Context: an optimization exercise on an open-source flow, tuned for small area, a short achievable clock period and few clock cycles per item. The choices shown serve that exercise and are no tape-out recipe. Function was checked by simulation only, so behaviour that the tests miss may differ from the original.

===== flow/config.mk =====
export PLATFORM = sky130hd
export DESIGN_NAME = aes_dec_top
export DESIGN_NICKNAME = aes_dec_top
export VERILOG_FILES = /design/flow/design.v
export SDC_FILE = /design/flow/constraint.sdc
export NUM_CORES = 8
export LEC_CHECK = 0
export CAP_MARGIN = 20
export CORE_MARGIN = 2
export CORE_UTILIZATION = 30
export SLEW_MARGIN = 20

===== flow/constraint.sdc =====
create_clock -name core_clock -period 9.0 [get_ports {clk}]
set_input_delay 1.8000 -clock core_clock [delete_from_list [all_inputs] [get_ports {clk}]]
set_output_delay 1.8000 -clock core_clock [all_outputs]
set_load 0.01 [all_outputs]

===== flow/design.v =====
    function automatic logic [7:0] xtime(input logic [7:0] b);
        xtime = {b[6:0], 1'b0} ^ (b[7] ? 8'h1b : 8'h00);
    endfunction
    function automatic logic [7:0] get_byte(input logic [127:0] b, input integer n);
        get_byte = b[8*(15-n) +: 8];
    endfunction
    function automatic logic [31:0] get_word(input logic [127:0] b, input integer k);
        get_word = {get_byte(b, k + 12), get_byte(b, k + 8), get_byte(b, k + 4), get_byte(b, k)};
    endfunction
    function automatic logic [1:0] g4m(input logic [1:0] a, input logic [1:0] b);
        logic m;
        m = (a[1] ^ a[0]) & (b[1] ^ b[0]);
        g4m = {m ^ (a[0] & b[0]), (a[0] & b[0]) ^ (a[1] & b[1])};
    endfunction
    function automatic logic [1:0] g4n(input logic [1:0] a);
        g4n = {a[0] ^ a[1], a[1]};
    endfunction
    function automatic logic [3:0] g16m(input logic [3:0] a, input logic [3:0] b);
        logic [1:0] hh, ll, mm;
        hh = g4m(a[3:2], b[3:2]);
        ll = g4m(a[1:0], b[1:0]);
        mm = g4m(a[3:2] ^ a[1:0], b[3:2] ^ b[1:0]);
        g16m = {mm ^ ll, ll ^ g4n(hh)};
    endfunction
    function automatic logic [3:0] g16sql(input logic [3:0] a);
        g16sql = {a[0], a[1], a[1] ^ a[3], a[0] ^ a[1] ^ a[2] ^ a[3]};
    endfunction
    function automatic logic [3:0] g16inv(input logic [3:0] a);
        case (a)
            4'd0: g16inv = 4'd0;
            4'd1: g16inv = 4'd1;
            4'd2: g16inv = 4'd3;
            4'd3: g16inv = 4'd2;
            4'd4: g16inv = 4'd15;
            4'd5: g16inv = 4'd12;
            4'd6: g16inv = 4'd9;
            4'd7: g16inv = 4'd11;
            4'd8: g16inv = 4'd10;
            4'd9: g16inv = 4'd6;
            4'd10: g16inv = 4'd8;
            4'd11: g16inv = 4'd7;
            4'd12: g16inv = 4'd5;
            4'd13: g16inv = 4'd14;
            4'd14: g16inv = 4'd13;
            4'd15: g16inv = 4'd4;
            default: g16inv = 4'd0;
        endcase
    endfunction
    function automatic logic [7:0] g256inv(input logic [7:0] t);
        logic [3:0] d, e;
        d = g16m(t[3:0], t[7:4] ^ t[3:0]) ^ g16sql(t[7:4]);
        e = g16inv(d);
        g256inv = {g16m(t[7:4], e), g16m(t[7:4] ^ t[3:0], e)};
    endfunction
    function automatic logic [7:0] inv_sbox(input logic [7:0] x);
        logic [7:0] t, u;
        t = {x[1] ^ x[2] ^ x[6] ^ x[7], ~(x[0] ^ x[3]), x[3] ^ x[4] ^ x[5] ^ x[6], ~(x[1] ^ x[2] ^ x[7]), ~(x[5] ^ x[7]), x[1] ^ x[2] ^ x[6], x[2] ^ x[3] ^ x[5] ^ x[6], x[3]};
        u = g256inv(t);
        inv_sbox = {u[1] ^ u[2] ^ u[5], u[2] ^ u[3] ^ u[6] ^ u[7], u[1] ^ u[2] ^ u[5] ^ u[7], u[1] ^ u[3] ^ u[4], u[1] ^ u[4] ^ u[6] ^ u[7], u[1] ^ u[4] ^ u[5], u[4] ^ u[6] ^ u[7], u[0] ^ u[1] ^ u[2] ^ u[4]};
    endfunction
    function automatic logic [7:0] sbox(input logic [7:0] x);
        logic [7:0] t, u;
        t = {x[5] ^ x[7], x[1] ^ x[2] ^ x[3] ^ x[4] ^ x[5] ^ x[6], x[1] ^ x[4] ^ x[6] ^ x[7], x[2] ^ x[3] ^ x[4] ^ x[6] ^ x[7], x[1] ^ x[2] ^ x[6] ^ x[7], x[3] ^ x[4] ^ x[6], x[1] ^ x[3], x[0] ^ x[1] ^ x[2] ^ x[3] ^ x[7]};
        u = g256inv(t);
        sbox = {u[2] ^ u[7], ~(u[4] ^ u[7]), ~(u[2] ^ u[3] ^ u[7]), u[0] ^ u[2] ^ u[3] ^ u[4] ^ u[5], u[0], u[0] ^ u[1] ^ u[2] ^ u[3] ^ u[4], ~(u[0] ^ u[1] ^ u[3] ^ u[7]), ~(u[0] ^ u[6])};
    endfunction
`timescale 1ns/1ps
module aes_dec_regs (
    input  logic         clk,
    input  logic         avs_read_i,
    input  logic         avs_write_i,
    input  logic [3:0]   avs_address_i,
    input  logic [31:0]  avs_writedata_i,
    input  logic         decrypt_busy_i,
    input  logic         key_ready_i,
    input  logic [127:0] plaintext_i,
    output logic [31:0]  avs_readdata_o,
    output logic         avs_waitrequest_o,
    output logic         expand_start_o,
    output logic         decrypt_start_o,
    output logic [127:0] cipher_key_o,
    output logic [127:0] ciphertext_o
);
    function automatic logic [7:0] xtime(input logic [7:0] b);
        xtime = {b[6:0], 1'b0} ^ (b[7] ? 8'h1b : 8'h00);
    endfunction
    function automatic logic [7:0] get_byte(input logic [127:0] b, input integer n);
        get_byte = b[8*(15-n) +: 8];
    endfunction
    function automatic logic [31:0] get_word(input logic [127:0] b, input integer k);
        get_word = {get_byte(b, k + 12), get_byte(b, k + 8), get_byte(b, k + 4), get_byte(b, k)};
    endfunction
    function automatic logic [1:0] g4m(input logic [1:0] a, input logic [1:0] b);
        logic m;
        m = (a[1] ^ a[0]) & (b[1] ^ b[0]);
        g4m = {m ^ (a[0] & b[0]), (a[0] & b[0]) ^ (a[1] & b[1])};
    endfunction
    function automatic logic [1:0] g4n(input logic [1:0] a);
        g4n = {a[0] ^ a[1], a[1]};
    endfunction
    function automatic logic [3:0] g16m(input logic [3:0] a, input logic [3:0] b);
        logic [1:0] hh, ll, mm;
        hh = g4m(a[3:2], b[3:2]);
        ll = g4m(a[1:0], b[1:0]);
        mm = g4m(a[3:2] ^ a[1:0], b[3:2] ^ b[1:0]);
        g16m = {mm ^ ll, ll ^ g4n(hh)};
    endfunction
    function automatic logic [3:0] g16sql(input logic [3:0] a);
        g16sql = {a[0], a[1], a[1] ^ a[3], a[0] ^ a[1] ^ a[2] ^ a[3]};
    endfunction
    function automatic logic [3:0] g16inv(input logic [3:0] a);
        case (a)
            4'd0: g16inv = 4'd0;
            4'd1: g16inv = 4'd1;
            4'd2: g16inv = 4'd3;
            4'd3: g16inv = 4'd2;
            4'd4: g16inv = 4'd15;
            4'd5: g16inv = 4'd12;
            4'd6: g16inv = 4'd9;
            4'd7: g16inv = 4'd11;
            4'd8: g16inv = 4'd10;
            4'd9: g16inv = 4'd6;
            4'd10: g16inv = 4'd8;
            4'd11: g16inv = 4'd7;
            4'd12: g16inv = 4'd5;
            4'd13: g16inv = 4'd14;
            4'd14: g16inv = 4'd13;
            4'd15: g16inv = 4'd4;
            default: g16inv = 4'd0;
        endcase
    endfunction
    function automatic logic [7:0] g256inv(input logic [7:0] t);
        logic [3:0] d, e;
        d = g16m(t[3:0], t[7:4] ^ t[3:0]) ^ g16sql(t[7:4]);
        e = g16inv(d);
        g256inv = {g16m(t[7:4], e), g16m(t[7:4] ^ t[3:0], e)};
    endfunction
    function automatic logic [7:0] inv_sbox(input logic [7:0] x);
        logic [7:0] t, u;
        t = {x[1] ^ x[2] ^ x[6] ^ x[7], ~(x[0] ^ x[3]), x[3] ^ x[4] ^ x[5] ^ x[6], ~(x[1] ^ x[2] ^ x[7]), ~(x[5] ^ x[7]), x[1] ^ x[2] ^ x[6], x[2] ^ x[3] ^ x[5] ^ x[6], x[3]};
        u = g256inv(t);
        inv_sbox = {u[1] ^ u[2] ^ u[5], u[2] ^ u[3] ^ u[6] ^ u[7], u[1] ^ u[2] ^ u[5] ^ u[7], u[1] ^ u[3] ^ u[4], u[1] ^ u[4] ^ u[6] ^ u[7], u[1] ^ u[4] ^ u[5], u[4] ^ u[6] ^ u[7], u[0] ^ u[1] ^ u[2] ^ u[4]};
    endfunction
    function automatic logic [7:0] sbox(input logic [7:0] x);
        logic [7:0] t, u;
        t = {x[5] ^ x[7], x[1] ^ x[2] ^ x[3] ^ x[4] ^ x[5] ^ x[6], x[1] ^ x[4] ^ x[6] ^ x[7], x[2] ^ x[3] ^ x[4] ^ x[6] ^ x[7], x[1] ^ x[2] ^ x[6] ^ x[7], x[3] ^ x[4] ^ x[6], x[1] ^ x[3], x[0] ^ x[1] ^ x[2] ^ x[3] ^ x[7]};
        u = g256inv(t);
        sbox = {u[2] ^ u[7], ~(u[4] ^ u[7]), ~(u[2] ^ u[3] ^ u[7]), u[0] ^ u[2] ^ u[3] ^ u[4] ^ u[5], u[0], u[0] ^ u[1] ^ u[2] ^ u[3] ^ u[4], ~(u[0] ^ u[1] ^ u[3] ^ u[7]), ~(u[0] ^ u[6])};
    endfunction
    logic [3:0]   addr;
    logic         sel_key;
    logic         sel_ct;
    logic         sel_exp;
    logic         sel_dec;
    logic         wr_acc;
    logic [127:0] key_q;
    logic [127:0] ct_q;
    assign addr    = avs_address_i;
    assign sel_key = (addr[3:2] == 2'd0);
    assign sel_ct  = (addr[3:2] == 2'd1);
    assign sel_exp = (addr == 4'(8));
    assign sel_dec = (addr == 4'(9));
    assign avs_waitrequest_o = (avs_read_i  && sel_key && decrypt_busy_i) ||
                               (avs_write_i && sel_exp && decrypt_busy_i) ||
                               (avs_write_i && sel_dec && !key_ready_i);
    assign wr_acc          = avs_write_i && !avs_waitrequest_o;
    assign expand_start_o  = wr_acc && sel_exp;
    assign decrypt_start_o = wr_acc && sel_dec;
    always_ff @(posedge clk) begin
        for (int k = 0; k < 4; k++) begin
            for (int i = 0; i < 4; i++) begin
                if (wr_acc && sel_key && addr[1:0] == 2'(k)) begin
                    key_q[8*(15-(k+4*i)) +: 8] <= avs_writedata_i[8*i +: 8];
                end
                if (wr_acc && sel_ct && addr[1:0] == 2'(k)) begin
                    ct_q[8*(15-(k+4*i)) +: 8] <= avs_writedata_i[8*i +: 8];
                end
            end
        end
    end
    assign cipher_key_o = key_q;
    assign ciphertext_o = ct_q;
    always_comb begin
        avs_readdata_o = '0;
        if (sel_key) begin
            avs_readdata_o = get_word(plaintext_i, addr[1:0]);
        end
    end
endmodule
`timescale 1ns/1ps
module aes_key_expand (
    input  logic         clk,
    input  logic         rst_n,
    input  logic         expand_start_i,
    input  logic         decrypt_start_i,
    input  logic         decrypt_busy_i,
    input  logic [127:0] cipher_key_i,
    output logic         key_ready_o,
    output logic         last_round_o,
    output logic [127:0] whiten_key_o,
    output logic [127:0] round_key_o
);
    function automatic logic [7:0] xtime(input logic [7:0] b);
        xtime = {b[6:0], 1'b0} ^ (b[7] ? 8'h1b : 8'h00);
    endfunction
    function automatic logic [7:0] get_byte(input logic [127:0] b, input integer n);
        get_byte = b[8*(15-n) +: 8];
    endfunction
    function automatic logic [31:0] get_word(input logic [127:0] b, input integer k);
        get_word = {get_byte(b, k + 12), get_byte(b, k + 8), get_byte(b, k + 4), get_byte(b, k)};
    endfunction
    function automatic logic [1:0] g4m(input logic [1:0] a, input logic [1:0] b);
        logic m;
        m = (a[1] ^ a[0]) & (b[1] ^ b[0]);
        g4m = {m ^ (a[0] & b[0]), (a[0] & b[0]) ^ (a[1] & b[1])};
    endfunction
    function automatic logic [1:0] g4n(input logic [1:0] a);
        g4n = {a[0] ^ a[1], a[1]};
    endfunction
    function automatic logic [3:0] g16m(input logic [3:0] a, input logic [3:0] b);
        logic [1:0] hh, ll, mm;
        hh = g4m(a[3:2], b[3:2]);
        ll = g4m(a[1:0], b[1:0]);
        mm = g4m(a[3:2] ^ a[1:0], b[3:2] ^ b[1:0]);
        g16m = {mm ^ ll, ll ^ g4n(hh)};
    endfunction
    function automatic logic [3:0] g16sql(input logic [3:0] a);
        g16sql = {a[0], a[1], a[1] ^ a[3], a[0] ^ a[1] ^ a[2] ^ a[3]};
    endfunction
    function automatic logic [3:0] g16inv(input logic [3:0] a);
        case (a)
            4'd0: g16inv = 4'd0;
            4'd1: g16inv = 4'd1;
            4'd2: g16inv = 4'd3;
            4'd3: g16inv = 4'd2;
            4'd4: g16inv = 4'd15;
            4'd5: g16inv = 4'd12;
            4'd6: g16inv = 4'd9;
            4'd7: g16inv = 4'd11;
            4'd8: g16inv = 4'd10;
            4'd9: g16inv = 4'd6;
            4'd10: g16inv = 4'd8;
            4'd11: g16inv = 4'd7;
            4'd12: g16inv = 4'd5;
            4'd13: g16inv = 4'd14;
            4'd14: g16inv = 4'd13;
            4'd15: g16inv = 4'd4;
            default: g16inv = 4'd0;
        endcase
    endfunction
    function automatic logic [7:0] g256inv(input logic [7:0] t);
        logic [3:0] d, e;
        d = g16m(t[3:0], t[7:4] ^ t[3:0]) ^ g16sql(t[7:4]);
        e = g16inv(d);
        g256inv = {g16m(t[7:4], e), g16m(t[7:4] ^ t[3:0], e)};
    endfunction
    function automatic logic [7:0] inv_sbox(input logic [7:0] x);
        logic [7:0] t, u;
        t = {x[1] ^ x[2] ^ x[6] ^ x[7], ~(x[0] ^ x[3]), x[3] ^ x[4] ^ x[5] ^ x[6], ~(x[1] ^ x[2] ^ x[7]), ~(x[5] ^ x[7]), x[1] ^ x[2] ^ x[6], x[2] ^ x[3] ^ x[5] ^ x[6], x[3]};
        u = g256inv(t);
        inv_sbox = {u[1] ^ u[2] ^ u[5], u[2] ^ u[3] ^ u[6] ^ u[7], u[1] ^ u[2] ^ u[5] ^ u[7], u[1] ^ u[3] ^ u[4], u[1] ^ u[4] ^ u[6] ^ u[7], u[1] ^ u[4] ^ u[5], u[4] ^ u[6] ^ u[7], u[0] ^ u[1] ^ u[2] ^ u[4]};
    endfunction
    function automatic logic [7:0] sbox(input logic [7:0] x);
        logic [7:0] t, u;
        t = {x[5] ^ x[7], x[1] ^ x[2] ^ x[3] ^ x[4] ^ x[5] ^ x[6], x[1] ^ x[4] ^ x[6] ^ x[7], x[2] ^ x[3] ^ x[4] ^ x[6] ^ x[7], x[1] ^ x[2] ^ x[6] ^ x[7], x[3] ^ x[4] ^ x[6], x[1] ^ x[3], x[0] ^ x[1] ^ x[2] ^ x[3] ^ x[7]};
        u = g256inv(t);
        sbox = {u[2] ^ u[7], ~(u[4] ^ u[7]), ~(u[2] ^ u[3] ^ u[7]), u[0] ^ u[2] ^ u[3] ^ u[4] ^ u[5], u[0], u[0] ^ u[1] ^ u[2] ^ u[3] ^ u[4], ~(u[0] ^ u[1] ^ u[3] ^ u[7]), ~(u[0] ^ u[6])};
    endfunction
    localparam logic [3:0] LAST_IDX = 4'(10);
    logic [127:0] rk_q;      
    logic [3:0]   idx_q;
    logic         back;      
    logic [3:0]   rc_idx;
    logic [7:0]   rcon;
    logic [127:0] src;
    logic [31:0]  sub_in;
    logic [31:0]  rot_sub;
    logic [31:0]  w0;
    logic [31:0]  w1;
    logic [31:0]  w2;
    logic [31:0]  w3;
    logic [127:0] fwd_key;
    logic [127:0] bwd_key;
    assign back   = decrypt_start_i || decrypt_busy_i;
    assign rc_idx = expand_start_i ? 4'd1 : (back ? idx_q : idx_q + 4'd1);
    always_comb begin
        case (rc_idx)
            4'd1:    rcon = 8'h01;
            4'd2:    rcon = 8'h02;
            4'd3:    rcon = 8'h04;
            4'd4:    rcon = 8'h08;
            4'd5:    rcon = 8'h10;
            4'd6:    rcon = 8'h20;
            4'd7:    rcon = 8'h40;
            4'd8:    rcon = 8'h80;
            4'd9:    rcon = 8'h1b;
            4'd10:   rcon = 8'h36;
            default: rcon = 8'h00;
        endcase
    end
    assign src    = expand_start_i ? cipher_key_i : rk_q;
    assign sub_in = back ? (rk_q[31:0] ^ rk_q[63:32]) : src[31:0];
    always_comb begin
        for (int i = 0; i < 4; i++) begin
            rot_sub[8*i +: 8] = sbox(sub_in[8*((i+3)%4) +: 8]);
        end
    end
    assign w0 = src[127:96] ^ rot_sub ^ {rcon, 24'h000000};
    assign w1 = src[95:64] ^ w0;
    assign w2 = src[63:32] ^ w1;
    assign w3 = src[31:0] ^ w2;
    assign fwd_key = {w0, w1, w2, w3};
    assign bwd_key = {rk_q[127:96] ^ rot_sub ^ {rcon, 24'h000000},
                      rk_q[127:96] ^ rk_q[95:64],
                      rk_q[95:64] ^ rk_q[63:32],
                      rk_q[63:32] ^ rk_q[31:0]};
    always_ff @(posedge clk) begin
        if (!rst_n) begin
            idx_q <= LAST_IDX;
        end else if (expand_start_i) begin
            idx_q <= 4'd1;
        end else if (back) begin
            if (idx_q != 4'd1) begin
                idx_q <= idx_q - 4'd1;
            end
        end else if (idx_q != LAST_IDX) begin
            idx_q <= idx_q + 4'd1;
        end
    end
    always_ff @(posedge clk) begin
        if (expand_start_i) begin
            rk_q <= fwd_key;
        end else if (back) begin
            if (idx_q != 4'd1) begin
                rk_q <= bwd_key;
            end
        end else if (idx_q != LAST_IDX) begin
            rk_q <= fwd_key;
        end
    end
    assign key_ready_o  = (idx_q == LAST_IDX) && !decrypt_busy_i;
    assign last_round_o = (idx_q == 4'd1);
    assign whiten_key_o = rk_q;
    assign round_key_o  = bwd_key;
endmodule
`timescale 1ns/1ps
module aes_dec_core (
    input  logic         clk,
    input  logic         rst_n,
    input  logic         decrypt_start_i,
    input  logic         last_round_i,
    input  logic [127:0] ciphertext_i,
    input  logic [127:0] whiten_key_i,
    input  logic [127:0] round_key_i,
    output logic         decrypt_busy_o,
    output logic [127:0] plaintext_o
);
    function automatic logic [7:0] xtime(input logic [7:0] b);
        xtime = {b[6:0], 1'b0} ^ (b[7] ? 8'h1b : 8'h00);
    endfunction
    function automatic logic [7:0] get_byte(input logic [127:0] b, input integer n);
        get_byte = b[8*(15-n) +: 8];
    endfunction
    function automatic logic [31:0] get_word(input logic [127:0] b, input integer k);
        get_word = {get_byte(b, k + 12), get_byte(b, k + 8), get_byte(b, k + 4), get_byte(b, k)};
    endfunction
    function automatic logic [1:0] g4m(input logic [1:0] a, input logic [1:0] b);
        logic m;
        m = (a[1] ^ a[0]) & (b[1] ^ b[0]);
        g4m = {m ^ (a[0] & b[0]), (a[0] & b[0]) ^ (a[1] & b[1])};
    endfunction
    function automatic logic [1:0] g4n(input logic [1:0] a);
        g4n = {a[0] ^ a[1], a[1]};
    endfunction
    function automatic logic [3:0] g16m(input logic [3:0] a, input logic [3:0] b);
        logic [1:0] hh, ll, mm;
        hh = g4m(a[3:2], b[3:2]);
        ll = g4m(a[1:0], b[1:0]);
        mm = g4m(a[3:2] ^ a[1:0], b[3:2] ^ b[1:0]);
        g16m = {mm ^ ll, ll ^ g4n(hh)};
    endfunction
    function automatic logic [3:0] g16sql(input logic [3:0] a);
        g16sql = {a[0], a[1], a[1] ^ a[3], a[0] ^ a[1] ^ a[2] ^ a[3]};
    endfunction
    function automatic logic [3:0] g16inv(input logic [3:0] a);
        case (a)
            4'd0: g16inv = 4'd0;
            4'd1: g16inv = 4'd1;
            4'd2: g16inv = 4'd3;
            4'd3: g16inv = 4'd2;
            4'd4: g16inv = 4'd15;
            4'd5: g16inv = 4'd12;
            4'd6: g16inv = 4'd9;
            4'd7: g16inv = 4'd11;
            4'd8: g16inv = 4'd10;
            4'd9: g16inv = 4'd6;
            4'd10: g16inv = 4'd8;
            4'd11: g16inv = 4'd7;
            4'd12: g16inv = 4'd5;
            4'd13: g16inv = 4'd14;
            4'd14: g16inv = 4'd13;
            4'd15: g16inv = 4'd4;
            default: g16inv = 4'd0;
        endcase
    endfunction
    function automatic logic [7:0] g256inv(input logic [7:0] t);
        logic [3:0] d, e;
        d = g16m(t[3:0], t[7:4] ^ t[3:0]) ^ g16sql(t[7:4]);
        e = g16inv(d);
        g256inv = {g16m(t[7:4], e), g16m(t[7:4] ^ t[3:0], e)};
    endfunction
    function automatic logic [7:0] inv_sbox(input logic [7:0] x);
        logic [7:0] t, u;
        t = {x[1] ^ x[2] ^ x[6] ^ x[7], ~(x[0] ^ x[3]), x[3] ^ x[4] ^ x[5] ^ x[6], ~(x[1] ^ x[2] ^ x[7]), ~(x[5] ^ x[7]), x[1] ^ x[2] ^ x[6], x[2] ^ x[3] ^ x[5] ^ x[6], x[3]};
        u = g256inv(t);
        inv_sbox = {u[1] ^ u[2] ^ u[5], u[2] ^ u[3] ^ u[6] ^ u[7], u[1] ^ u[2] ^ u[5] ^ u[7], u[1] ^ u[3] ^ u[4], u[1] ^ u[4] ^ u[6] ^ u[7], u[1] ^ u[4] ^ u[5], u[4] ^ u[6] ^ u[7], u[0] ^ u[1] ^ u[2] ^ u[4]};
    endfunction
    function automatic logic [7:0] sbox(input logic [7:0] x);
        logic [7:0] t, u;
        t = {x[5] ^ x[7], x[1] ^ x[2] ^ x[3] ^ x[4] ^ x[5] ^ x[6], x[1] ^ x[4] ^ x[6] ^ x[7], x[2] ^ x[3] ^ x[4] ^ x[6] ^ x[7], x[1] ^ x[2] ^ x[6] ^ x[7], x[3] ^ x[4] ^ x[6], x[1] ^ x[3], x[0] ^ x[1] ^ x[2] ^ x[3] ^ x[7]};
        u = g256inv(t);
        sbox = {u[2] ^ u[7], ~(u[4] ^ u[7]), ~(u[2] ^ u[3] ^ u[7]), u[0] ^ u[2] ^ u[3] ^ u[4] ^ u[5], u[0], u[0] ^ u[1] ^ u[2] ^ u[3] ^ u[4], ~(u[0] ^ u[1] ^ u[3] ^ u[7]), ~(u[0] ^ u[6])};
    endfunction
    logic         busy_q;
    logic [127:0] state_q;
    logic [127:0] sub_in;
    logic [127:0] nxt;
    function automatic logic [127:0] inv_shift_sub(input logic [127:0] b);
        logic [127:0] res;
        int         src;
        for (int r = 0; r < 4; r++) begin
            for (int c = 0; c < 4; c++) begin
                src = r + 4 * ((c + 4 - r) % 4);
                res[8*(15-(r+4*c)) +: 8] = inv_sbox(get_byte(b, src));
            end
        end
        inv_shift_sub = res;
    endfunction
    function automatic logic [127:0] inv_mix_columns(input logic [127:0] b);
        logic [7:0] a  [4];
        logic [7:0] x2 [4];
        logic [7:0] x4 [4];
        logic [7:0] x8 [4];
        logic [127:0] res;
        int         n1;
        int         n2;
        int         n3;
        for (int c = 0; c < 4; c++) begin
            for (int i = 0; i < 4; i++) begin
                a[i]  = get_byte(b, 4 * c + i);
                x2[i] = xtime(a[i]);
                x4[i] = xtime(x2[i]);
                x8[i] = xtime(x4[i]);
            end
            for (int r = 0; r < 4; r++) begin
                n1 = (r + 1) % 4;
                n2 = (r + 2) % 4;
                n3 = (r + 3) % 4;
                res[8*(15-(4*c+r)) +: 8] =
                    (x8[r] ^ x4[r] ^ x2[r]) ^ (x8[n1] ^ x2[n1] ^ a[n1]) ^
                    (x8[n2] ^ x4[n2] ^ a[n2]) ^ (x8[n3] ^ a[n3]);
            end
        end
        inv_mix_columns = res;
    endfunction
    assign sub_in = decrypt_start_i ? (ciphertext_i ^ whiten_key_i) : inv_mix_columns(state_q);
    assign nxt    = inv_shift_sub(sub_in) ^ round_key_i;
    always_ff @(posedge clk) begin
        if (!rst_n) begin
            busy_q <= 1'b0;
        end else if (decrypt_start_i) begin
            busy_q <= 1'b1;
        end else if (last_round_i) begin
            busy_q <= 1'b0;
        end
    end
    always_ff @(posedge clk) begin
        if (decrypt_start_i || busy_q) begin
            state_q <= nxt;
        end
    end
    assign decrypt_busy_o = busy_q;
    assign plaintext_o    = state_q;
endmodule
`timescale 1ns/1ps
module aes_dec_top (
    input  logic        clk,
    input  logic        rst_n,
    input  logic        avs_read_i,
    input  logic        avs_write_i,
    input  logic [3:0]  avs_address_i,
    input  logic [31:0] avs_writedata_i,
    output logic [31:0] avs_readdata_o,
    output logic        avs_waitrequest_o
);
    logic         expand_start;
    logic         decrypt_start;
    logic         decrypt_busy;
    logic         key_ready;
    logic         last_round;
    logic [127:0] cipher_key;
    logic [127:0] ciphertext;
    logic [127:0] plaintext;
    logic [127:0] whiten_key;
    logic [127:0] round_key;
    aes_dec_regs i_aes_dec_regs (
        .clk               (clk),
        .avs_read_i        (avs_read_i),
        .avs_write_i       (avs_write_i),
        .avs_address_i     (avs_address_i),
        .avs_writedata_i   (avs_writedata_i),
        .decrypt_busy_i    (decrypt_busy),
        .key_ready_i       (key_ready),
        .plaintext_i       (plaintext),
        .avs_readdata_o    (avs_readdata_o),
        .avs_waitrequest_o (avs_waitrequest_o),
        .expand_start_o    (expand_start),
        .decrypt_start_o   (decrypt_start),
        .cipher_key_o      (cipher_key),
        .ciphertext_o      (ciphertext)
    );
    aes_key_expand i_aes_key_expand (
        .clk             (clk),
        .rst_n           (rst_n),
        .expand_start_i  (expand_start),
        .decrypt_start_i (decrypt_start),
        .decrypt_busy_i  (decrypt_busy),
        .cipher_key_i    (cipher_key),
        .key_ready_o     (key_ready),
        .last_round_o    (last_round),
        .whiten_key_o    (whiten_key),
        .round_key_o     (round_key)
    );
    aes_dec_core i_aes_dec_core (
        .clk             (clk),
        .rst_n           (rst_n),
        .decrypt_start_i (decrypt_start),
        .last_round_i    (last_round),
        .ciphertext_i    (ciphertext),
        .whiten_key_i    (whiten_key),
        .round_key_i     (round_key),
        .decrypt_busy_o  (decrypt_busy),
        .plaintext_o     (plaintext)
    );
endmodule

===== flow/run.sh =====
#!/bin/bash
# synth_recipe.tcl (not shown) runs the flow's synth.tcl, then flattens the netlist and writes it again
# the make line also repeats each setting of config.mk as NAME=value (left out here)
make -C /OpenROAD-flow-scripts/flow DESIGN_CONFIG=/design/flow/config.mk WORK_HOME=/design/flow/orfs CLKGATE_MAP_FILE= SYNTH_SCRIPT=/design/flow/synth_recipe.tcl finish

==> impl_metrics.ini, run 1 <==
[status]
status = finished clean

[global_routing]
use_met2 = 0.333
grt_util_met1 = 0.288
first_global_vias = 50500
antenna_found_initial = 23
grtUsageTotal = 0.214
top_usage_layer = met2
grt_max_degree = 80
grt_pass1_wl_um = 344000
grt_overflow = 0
grt_util_met3 = 0.0368

[place]
dp_hpwl_um = 191000
io_buffers = 72
dp_cells = 9998
placed_cell_area_um2 = 73100
gp_congestion = 1.01

[worst_setup_path]
cp.arrival_ns = 9.13
critPathCaptureType = register
slowest_delay_ns = 0.55
cp_top_family = XOR/XNOR gates
cp.required_ns = 9.34
cpMaxStageDelayCell = mux4_2
start_kind = input port
path_class = in -> reg
worstPathMaxFanout = 16
path_buf_inv = 8

[clock_network]
clockBufferDepth = 3
insertion_delay_ns = 0.64
htreeDepth = 3
holdBufCountCts = 0
root_buffer = clkbuf_16
cts_tree = done
cts-buffers-inserted = 67
cts_num_sinks = 517
path_clk_slew_ns = 0.06

[floorplanning]
coreArea_um2 = 211000
fp-row-count = 169
ios = 73
die_h_um = 464
die_area_um2 = 216000
dieWidth_um = 464
start_util = 0.301

[logic_synthesis]
yosys_register_bits = 517
syn_nets = 6821
synth-main-ff-cell = edfxtp_1
ys_types = 124
synth-edff-count = 512
avgSynthCellArea_um2 = 9.63
async_reset_ff_frac = 0
yosys_warnings = 7
yosysTopAreaCell = edfxtp_1
ys_top_cells_by_area = edfxtp_1 24%, xnor2_1 22%, xor2_1 9.5%
synth_top_area_share = 0.242
postSynthCellCount = 6605
syn-cell-area_um2 = 63600
seq_area_frac_synth = 0.243

[routing]
initialDrtViolationCount = 6162
vias_per_cell = 5.20
wirelength_um = 239000
wl_per_cell_um = 23.6
drc = 0
num_vias = 52700
drt-pass1-iter-count = 6
antenna_left = 0

[hold_path]
min_path_type = reg -> reg

[finish]
stdcell_count = 10100
fin_area_um2 = 75700
final_nets = 7470
drive_gt1_frac = 0.179
fill_cells = 21200
mostFrequentLayoutCell = xnor2_1
area_growth_pct = 19.0
final_cell_mix = 1580 x xnor2_1, 835 x buf_4, 686 x xor2_1, 529 x nor2_1, 512 x edfxtp_1

[timing]
max_freq_mhz = 114
finClkSkew_ns = 0.0256
finalCritPeriodShare = 0.977
worst_slew_pin_slew_ns = 1.26
hold_violations = 0
setup_viol = 0
relSlewSlack = 0.151
slew_violations = 0
fin_crit_ns = 8.79

[job]
cap_violations = 0
## per-layer routing
metal / wire (um) / part of all wire
met1: 99200 / 0.41
met4: 13400 / 0.056
met5: 27 / 0.00011
met3: 22200 / 0.093
met2: 104000 / 0.44
## sequential cells by signal, indices dropped and copies added (netlist names)
signal,cells
i_aes_dec_regs.key_q,128
i_aes_key_expand.idx_q,4
i_aes_key_expand.rk_q,128
i_aes_dec_core.busy_q,1
i_aes_dec_regs.ct_q,128
i_aes_dec_core.state_q,128
## cell usage after synthesis (all sizes together), types with 49 or more instances
cell and number:
nor3 82, and2 68, edfxtp 512, o21ai 258, xor2 720, o22ai 102, ha 176, a21oi 397
nand3 57, nand2b 49, nand2 357, xnor2 1662, clkbuf 195, mux2i 155, inv 177, nor2 542
xnor3 175, buf 151
## path summary, 6_finish.rpt
check	cells after the start	endpoint	slack (ns)	from
worst min-delay path	1	i_aes_dec_core.busy_q	0.61	i_aes_key_expand.idx_q[3]
worst max register to register	25	i_aes_dec_core.state_q[46]	0.81	i_aes_dec_core.state_q[101]
worst max-delay path	30	i_aes_key_expand.rk_q[87]	0.21	avs_address_i[2]
worst min register to register	1	i_aes_dec_core.busy_q	0.61	i_aes_key_expand.idx_q[3]
## cells by family after synthesis
logic type / after synthesis / synth area share
compound gates: 1206 / 0.124
xor+xnor: 2597 / 0.419
fa+ha+maj: 176 / 0.0346
buf+inv: 523 / 0.0337
flops: 517 / 0.243
mux: 243 / 0.0485
simple gates: 1343 / 0.0974
## layout make-up
cell class                      count  area [um2]  area share
Multi-Input combinational cell   5565       46500       0.614
Timing Repair Buffer              926        7350      0.0972
Sequential cell                   517       15500       0.204
Clock buffer                       81        1790      0.0237
Clock inverter                     38         337     0.00445
Antenna cell                        9        22.5    0.000298
Inverter                          177         672     0.00888
Tap cell                         2821        3530      0.0466
## stage by stage
stage | TNS (ns) | setup slack [ns] | hold slack (ns) | util
2_1_floorplan | 0 | 0.0214 | 0.554 | -
3_3_place_gp | -15.81 | -0.356 | 0.585 | 0.346
3_5_place_dp | -32.71 | -0.485 | 0.604 | 0.346
4_1_cts | 0 | 0.161 | 0.617 | 0.356
5_1_grt | -0.126 | -0.0470 | 0.675 | 0.358
6_report | 0 | 0.207 | 0.606 | 0.358
## what timing repair did
item	4_1_cts	5_1_grt
setup endpoints to repair	0	94
gates resized for setup	0	50
setup buffers	0	7
endpoints found under the hold margin	0	0
Testbench counts, summed over its fixed seeds: cycles 18,733, blocks 895.
==> run 2: changes to the inputs <==
--- a/flow/design.v
+++ b/flow/design.v
@@ -269,22 +269,18 @@
     localparam logic [3:0] LAST_IDX = 4'(10);
     logic [127:0] rk_q;      
     logic [3:0]   idx_q;
+    logic         walk;      
     logic         back;      
-    logic [3:0]   rc_idx;
     logic [7:0]   rcon;
-    logic [127:0] src;
     logic [31:0]  sub_in;
     logic [31:0]  rot_sub;
     logic [31:0]  w0;
-    logic [31:0]  w1;
-    logic [31:0]  w2;
-    logic [31:0]  w3;
     logic [127:0] fwd_key;
     logic [127:0] bwd_key;
-    assign back   = decrypt_start_i || decrypt_busy_i;
-    assign rc_idx = expand_start_i ? 4'd1 : (back ? idx_q : idx_q + 4'd1);
+    assign walk = !decrypt_busy_i && (idx_q != LAST_IDX);
+    assign back = !walk;
     always_comb begin
-        case (rc_idx)
+        case (back ? idx_q : idx_q + 4'd1)
             4'd1:    rcon = 8'h01;
             4'd2:    rcon = 8'h02;
             4'd3:    rcon = 8'h04;
@@ -298,19 +294,18 @@
             default: rcon = 8'h00;
         endcase
     end
-    assign src    = expand_start_i ? cipher_key_i : rk_q;
-    assign sub_in = back ? (rk_q[31:0] ^ rk_q[63:32]) : src[31:0];
+    assign sub_in = back ? (rk_q[31:0] ^ rk_q[63:32]) : rk_q[31:0];
     always_comb begin
         for (int i = 0; i < 4; i++) begin
             rot_sub[8*i +: 8] = sbox(sub_in[8*((i+3)%4) +: 8]);
         end
     end
-    assign w0 = src[127:96] ^ rot_sub ^ {rcon, 24'h000000};
-    assign w1 = src[95:64] ^ w0;
-    assign w2 = src[63:32] ^ w1;
-    assign w3 = src[31:0] ^ w2;
-    assign fwd_key = {w0, w1, w2, w3};
-    assign bwd_key = {rk_q[127:96] ^ rot_sub ^ {rcon, 24'h000000},
+    assign w0      = rk_q[127:96] ^ rot_sub ^ {rcon, 24'h000000};
+    assign fwd_key = {w0,
+                      rk_q[95:64] ^ w0,
+                      rk_q[95:64] ^ rk_q[63:32] ^ w0,
+                      rk_q[95:64] ^ rk_q[31:0] ^ w0 ^ rk_q[63:32]};
+    assign bwd_key = {w0,
                       rk_q[127:96] ^ rk_q[95:64],
                       rk_q[95:64] ^ rk_q[63:32],
                       rk_q[63:32] ^ rk_q[31:0]};
@@ -318,23 +313,19 @@
         if (!rst_n) begin
             idx_q <= LAST_IDX;
         end else if (expand_start_i) begin
-            idx_q <= 4'd1;
-        end else if (back) begin
-            if (idx_q != 4'd1) begin
-                idx_q <= idx_q - 4'd1;
-            end
-        end else if (idx_q != LAST_IDX) begin
+            idx_q <= 4'd0;
+        end else if (decrypt_start_i || (decrypt_busy_i && idx_q != 4'd1)) begin
+            idx_q <= idx_q - 4'd1;
+        end else if (walk) begin
             idx_q <= idx_q + 4'd1;
         end
     end
     always_ff @(posedge clk) begin
         if (expand_start_i) begin
-            rk_q <= fwd_key;
-        end else if (back) begin
-            if (idx_q != 4'd1) begin
-                rk_q <= bwd_key;
-            end
-        end else if (idx_q != LAST_IDX) begin
+            rk_q <= cipher_key_i;
+        end else if (decrypt_start_i || (decrypt_busy_i && idx_q != 4'd1)) begin
+            rk_q <= bwd_key;
+        end else if (walk) begin
             rk_q <= fwd_key;
         end
     end
@@ -463,7 +454,7 @@
         end
         inv_mix_columns = res;
     endfunction
-    assign sub_in = decrypt_start_i ? (ciphertext_i ^ whiten_key_i) : inv_mix_columns(state_q);
+    assign sub_in = busy_q ? inv_mix_columns(state_q) : (ciphertext_i ^ whiten_key_i);
     assign nxt    = inv_shift_sub(sub_in) ^ round_key_i;
     always_ff @(posedge clk) begin
         if (!rst_n) begin
==> run 2 against run 1 <==
Effect of this change: still clean on timing, DRC and antenna; sequential share of layout area grew 1.4 points; clock-buffer cell count shrank 15; hold slack lost 0.096 ns; design area shrank 6.6%; clock skew shrank 0.0019 ns; global-route usage shrank 1.9 points; fmax grew 0.92%; final cell count shrank 9.7%; synthesized cell count shrank 5.0%; via count shrank 9.4%.
==> impl_metrics.ini, run 2 <==
[worst_setup_path]
cp.arrival_ns = 9.02
path_class = reg -> reg
worstPathMaxFanout = 12
cp.required_ns = 9.30
start_kind = register
critPathCaptureType = register

[clock_network]
cts_resized = 0
holdBufCountCts = 0
cts_tree = done
insertion_delay_ns = 0.66
post-cts-setup-buffer-count = 0
path_clk_slew_ns = 0.06
root_buffer = clkbuf_16
cts_num_sinks = 517
htreeDepth = 2
clockBufferDepth = 3
cts-buffers-inserted = 58

[finish]
final_nets = 6485
final_cell_mix = 1392 x xnor2_1, 624 x xor2_1, 552 x nor2_1, 512 x edfxtp_1, 328 x nand2_1
area_growth_pct = 9.91
drive_gt1_frac = 0.0953
mostFrequentLayoutCell = xnor2_1

[place]
gp_congestion = 0.979
io_buffers = 72
dp_hpwl_um = 175000

[logic_synthesis]
yosys_warnings = 7
synth_top_area_share = 0.239
synth-main-ff-cell = edfxtp_1
ys_top_cells_by_area = edfxtp_1 24%, xnor2_1 19%, xnor3_1 11%
syn_nets = 6494
synth-edff-count = 512
async_reset_ff_frac = 0
netlist_top_cells_count = 1403 x xnor2_1, 627 x xor2_1, 559 x nor2_1, 512 x edfxtp_1, 330 x nand2_1
yosysTopAreaCell = edfxtp_1
syn-cell-area_um2 = 64300
seq_area_frac_synth = 0.241
avgSynthCellArea_um2 = 10.2
yosys_register_bits = 517
postSynthCellCount = 6277
synth.most_common_cell = xnor2_1
ys_types = 116

[job]
cap_violations = 0

[routing]
vias_per_cell = 5.22
num_vias = 47800
wl_per_cell_um = 24.0
initialDrtViolationCount = 5265
wirelength_um = 219000
antenna_left = 0
drt-pass1-iter-count = 6
drc = 0

[timing]
hold_violations = 0
finalCritPeriodShare = 0.968
max_freq_mhz = 115
rsz0062_at_grt = no
slew_violations = 0
finClkSkew_ns = 0.0237
fin_crit_ns = 8.71
worst_slew_pin_slew_ns = 1.20
setup_viol = 0
tns_ns = 0
relSlewSlack = 0.201

[global_routing]
grt_pass1_wl_um = 316000
grt_max_degree = 119
antenna_found_initial = 24
first_global_vias = 45800
grt_overflow = 0
grtUsageTotal = 0.195

[floorplanning]
dieWidth_um = 467
start_util = 0.303
die_h_um = 467
die_area_um2 = 218000
ios = 73
fp-row-count = 169
coreArea_um2 = 213000

[hold_path]
min_path_type = reg -> reg

[status]
status = finished clean
-- run 2: cell count changes after synthesis, moves of 40 or more --
cell / delta
xnor2_1: -197
xnor3_1: +152
a21oi_1: -95
xor2_1: -66
o21ai_0: -43
clkbuf_1: -40
-- run 2: area by class of cell --
cell class / count / area (um2)
Antenna cell: 10 / 25.0
Clock buffer: 66 / 1480
Clock inverter: 41 / 567
Fill cell: 21400 / 142000
Inverter: 163 / 618
Multi-Input combinational cell: 5302 / 47100
Sequential cell: 517 / 15500
Tap cell: 2821 / 3530
Timing Repair Buffer: 226 / 1940
-- run 2: logic make-up (layout without fill, tap and decap cells) --
kind of cell / Yosys count / after routing / share of synthesized area
simple gates: 1345 / 1345 / 0.0967
fa+ha+maj: 177 / 177 / 0.0344
xor+xnor: 2513 / 2513 / 0.442
mux: 260 / 260 / 0.0520
other cells: 0 / 10 / 0
flops: 517 / 517 / 0.241
buf+inv: 458 / 496 / 0.0310
compound gates: 1007 / 1007 / 0.104
-- run 2: final timing paths --
path,start,to,slack (ns),cells past startpoint
worst min-delay path,i_aes_dec_regs.key_q[106],i_aes_key_expand.rk_q[106],0.51,2
worst max-delay path,i_aes_dec_core.state_q[118],i_aes_dec_core.state_q[5],0.29,20
worst max register to register,i_aes_dec_core.state_q[118],i_aes_dec_core.state_q[5],0.29,20
worst min register to register,i_aes_dec_regs.key_q[106],i_aes_key_expand.rk_q[106],0.51,2
-- run 2: worst max-delay path, cell delays in order (launching register included) --
cell	delay [ns]
edfxtp_1	0.82
xor3_1	0.58
xor2_1	0.18
xnor2_1	0.14
a21oi_1	0.61
xor3_2	0.70
xnor2_1	0.55
ha_1	0.49
xor2_1	0.32
o22ai_1	0.15
o21a_1	0.16
or4_1	0.51
nand2_2	0.26
mux4_2	0.67
mux2_2	0.31
o22ai_1	0.18
xor2_1	0.19
buf_4	0.19
xnor3_1	0.44
xnor2_1	0.51
xnor2_1	0.38
-- run 2: metal layers --
layer	vias up	GRT usage	wire [um]
li1	21800	-	-
met1	23600	0.260	90700
met2	2030	0.319	102000
met3	341	0.0251	17400
met4	6	0.0742	9370
met5	-	0	41
-- run 2: per-stage QoR --
step                      cells  area [um2]  hold WS [ns]  setup slack, ns   util
final                      9146       70700         0.511            0.286  0.333
after global routing       9144       70700         0.541          0.00813  0.333
after CTS                  9134       70500         0.510          0.00500  0.332
after detailed placement   9027       68500         0.495           0.0701  0.322
after global placement     9027       68500         0.485            0.195  0.322
after floorplan            6277       64300         0.484             1.49      -
Testbench counts of run 2, summed over its fixed seeds: cycles 18,925, blocks 895.

==> port drivers added, routing unchanged <==
Ports are ideal in the flow. The routed layouts listed here were re-timed in OpenROAD.
Step 1: set_driving_cell puts a clkbuf_16 on clk and a buf_2 on each other input, an assumption about the parent block.
Step 2 times the ports against the registers' clock, not the clock port: input delays grow and output delays shrink by t, the midpoint of the rising clock arrivals with the driver on.
Three values: ideal ports, drivers, drivers and shift; two values: the first two.
| run | t (ns) | setup slack, ns | latest minus earliest clock arrival (ns) | cell pins on the clock port's net |
|---|---|---|---|---|
| run 1 | 0.712 | 0.207 / 0.263 / -0.449 | 0.027 / 0.026 | 1 |
| run 2 | 0.732 | 0.286 / 0.286 / 0.286 | 0.027 / 0.027 | 1 |
Met with ideal ports but missed after step 2: setup timing in run 1. The setup slack of run 1, which loses most, moves by +0.056 ns with the drivers and by -0.656 ns with both steps.
